This design comes from an exercise in tuning for small area, a short achievable clock period and few clock cycles per item on the open sky130 flow, not from production work.
Only simulation tests tie the RTL to the original design; equivalence was not proved.
Power and IR drop assume default switching activity.

Design byte_coded_alu_cpu_step, start of the top module:
module byte_coded_alu_cpu_step (
  input  logic        clk,
  input  logic        rst_n,
  input  logic        in_valid,
  output logic        in_ready,
  input  logic [32:0] in_data,
  output logic        out_valid,
  input  logic        out_ready,
  output logic [44:0] out_data
);
For scale: about 3,800 cells after synthesis, ~480 flip-flops.
make LEC_CHECK=0 CAP_MARGIN=20 CORE_MARGIN=2 CORE_UTILIZATION=30 PLACE_DENSITY=0.5 SETUP_SLACK_MARGIN=2.5 SLEW_MARGIN=20 finish   # period 7.0 ns
run.sh (not shown) runs the stock make flow with config.mk's settings and CLKGATE_MAP_FILE= SYNTH_SCRIPT=/design/flow/synth_recipe.tcl, a recipe that flattens the netlist after the stock synthesis.
The baseline finished clean.
Testbench counts at the start, summed over its fixed seeds: cycles 51,230, items 24,000.
Change:
--- a/flow/design.v
+++ b/flow/design.v
@@ -105,16 +105,18 @@
   typedef enum logic [2:0] {U_IDLE, U_MUL, U_ALIGN, U_DIV, U_FIX} ustate_t;
   ustate_t     us;
   logic [31:0] P;
   logic        qm1_unused;
   logic [2:0]  bd0, bd1;       
   logic        m_last;
   logic [4:0]  cnt;
   logic        u_sx, u_sy, u_isdiv;
+  logic        u_y1;
+  logic        u_x01;          
   logic [5:0]  lz_d_r, lz_v_r;
   function automatic logic [33:0] ks_add(input logic [33:0] a, input logic [33:0] b,
                                          input logic cin);
     logic [33:0] p, g, gp, pp, ng, np;
     p  = a ^ b;
     g  = a & b;
     gp = g;
     gp[0] = g[0] | (p[0] & cin);
@@ -254,21 +256,23 @@
         c_pc = pc_short;
       end else begin
         c_we = 1'b1;
         c_pc = (q_sbn && alu[31]) ? q_c : pc_next_seq;
       end
     end else if (!sk_v) begin
       c_pc = pc_long;
       case (us)
-        U_MUL: if (m_last) begin
+        U_MUL: if (u_x01) begin
+          unit_done = 1'b1; c_wv = M[0] ? Q : 32'd0;
+        end else if (m_last) begin
           unit_done = 1'b1; c_wv = usum[31:0];
         end
-        U_ALIGN: if (sh_neg) begin
-          unit_done = 1'b1; c_wv = u_isdiv ? 32'd0 : (P ^ {32{u_sx}});
+        U_ALIGN: if (sh_neg || u_y1) begin
+          unit_done = 1'b1; c_wv = (u_isdiv == u_y1) ? (P ^ {32{u_sx}}) : 32'd0;
         end
         U_DIV: if (cnt == 5'd0 && !dneg) begin
           unit_done = 1'b1; c_wv = dval;
         end
         U_FIX: begin
           unit_done = 1'b1; c_wv = usum[31:0];
         end
         default: ;
@@ -374,29 +378,30 @@
       M <= {1'b0, d_lzero ? 32'd0 : rd1};
       Q <= d_use2 ? rd2 : {24'd0, d_imm};
     end else if (start_mul) begin
       M   <= {1'b0, xo};
       Q   <= yo;
       bd0 <= booth_dec({yo[1:0], 1'b0});
       bd1 <= booth_dec(yo[3:1]);
       m_last <= uniform29(yo[31:3]);
+      u_x01  <= (xo[31:1] == 31'd0);
     end else if (start_div) begin
       M       <= {yo[31], yo};
       Q       <= 32'd0;
     end else begin
       case (us)
-        U_MUL: if (!m_last) begin
+        U_MUL: if (!m_last && !u_x01) begin
           M   <= {1'b0, M[27:0], 4'd0};
           Q   <= {{4{Q[31]}}, Q[31:4]};
           bd0 <= booth_dec(Q[5:3]);
           bd1 <= booth_dec(Q[7:5]);
           m_last <= uniform29({{4{Q[31]}}, Q[31:7]});
         end
-        U_ALIGN: if (!sh_neg) begin
+        U_ALIGN: if (!sh_neg && !u_y1) begin
           M   <= M << sh;
         end
         U_DIV: if (!(cnt == 5'd0 && !dneg)) begin
           Q   <= q_next;
           M   <= {M[32], M[32:1]};
           if (cnt == 5'd0) M <= {1'b0, dval};
         end
         default: ;
@@ -407,23 +412,24 @@
     if (c_en && !sk_v && ov_r && !out_ready) begin
       P <= c_we ? c_wv : 32'd0;           
     end else if (start_mul) begin
       P <= 32'd0;
     end else if (start_div) begin
       u_sx    <= xo[31];
       u_sy    <= yo[31];
       u_isdiv <= q_isdiv;
+      u_y1    <= (yo == 32'd1);
       P       <= xo ^ {32{xo[31]}};
       lz_d_r  <= clz32(xo ^ {32{xo[31]}});
       lz_v_r  <= clz32(yo ^ {32{yo[31]}});
     end else begin
       case (us)
-        U_MUL: if (!m_last) P <= usum[31:0];
-        U_ALIGN: if (!sh_neg) begin
+        U_MUL: if (!m_last && !u_x01) P <= usum[31:0];
+        U_ALIGN: if (!sh_neg && !u_y1) begin
           if (u_sx) P <= usum[31:0];
           cnt <= sh;
         end
         U_DIV: if (!(cnt == 5'd0 && !dneg)) begin
           P   <= r_next;
           cnt <= cnt - 5'd1;
         end
         default: ;
After rerunning: The new run produced a clean layout. Clock power rises by 7.8%. Global-route usage rises by 2.4 points. Area after synthesis rises by 3.6%. Count of clock-buffer cells in the layout falls by 2. Setup slack degrades by 0.14 ns. Final area rises by 5.9%.
Testbench counts after the change, summed over its fixed seeds: cycles 46,836, items 24,000.

-- separate check: timing with driven ports --
The results above use ideal ports. As a check the final layouts listed here were re-extracted and re-timed, cells and wires unchanged.
Step 1 (the two cells are an assumption about what drives the block):
set clk [get_ports {clk}]
set_driving_cell -lib_cell sky130_fd_sc_hd__clkbuf_16 $clk
set_driving_cell -lib_cell sky130_fd_sc_hd__buf_2 [delete_from_list [all_inputs] $clk]
Step 2 times the ports against the registers' clock, not the clock port: input delays grow and output delays shrink by t, the midpoint of the rising clock arrivals with the driver on.
a / b / c = no drivers / after step 1 / after step 2; a / b = the first two.
run	t, ns	setup slack, ns	worst setup path at the end	worst data-port slew with drivers (ns)	pins driven straight from the clock port
the first run	0.716	1.948 / 1.948 / 1.814	input to register	0.04	1
the second run	0.699	1.804 / 1.804 / 1.738	input to register	0.04	1
After both steps every run listed still meets setup and hold. The setup slack of the first run, which loses most, moves by 0.000 ns with the drivers and by -0.134 ns with both steps.
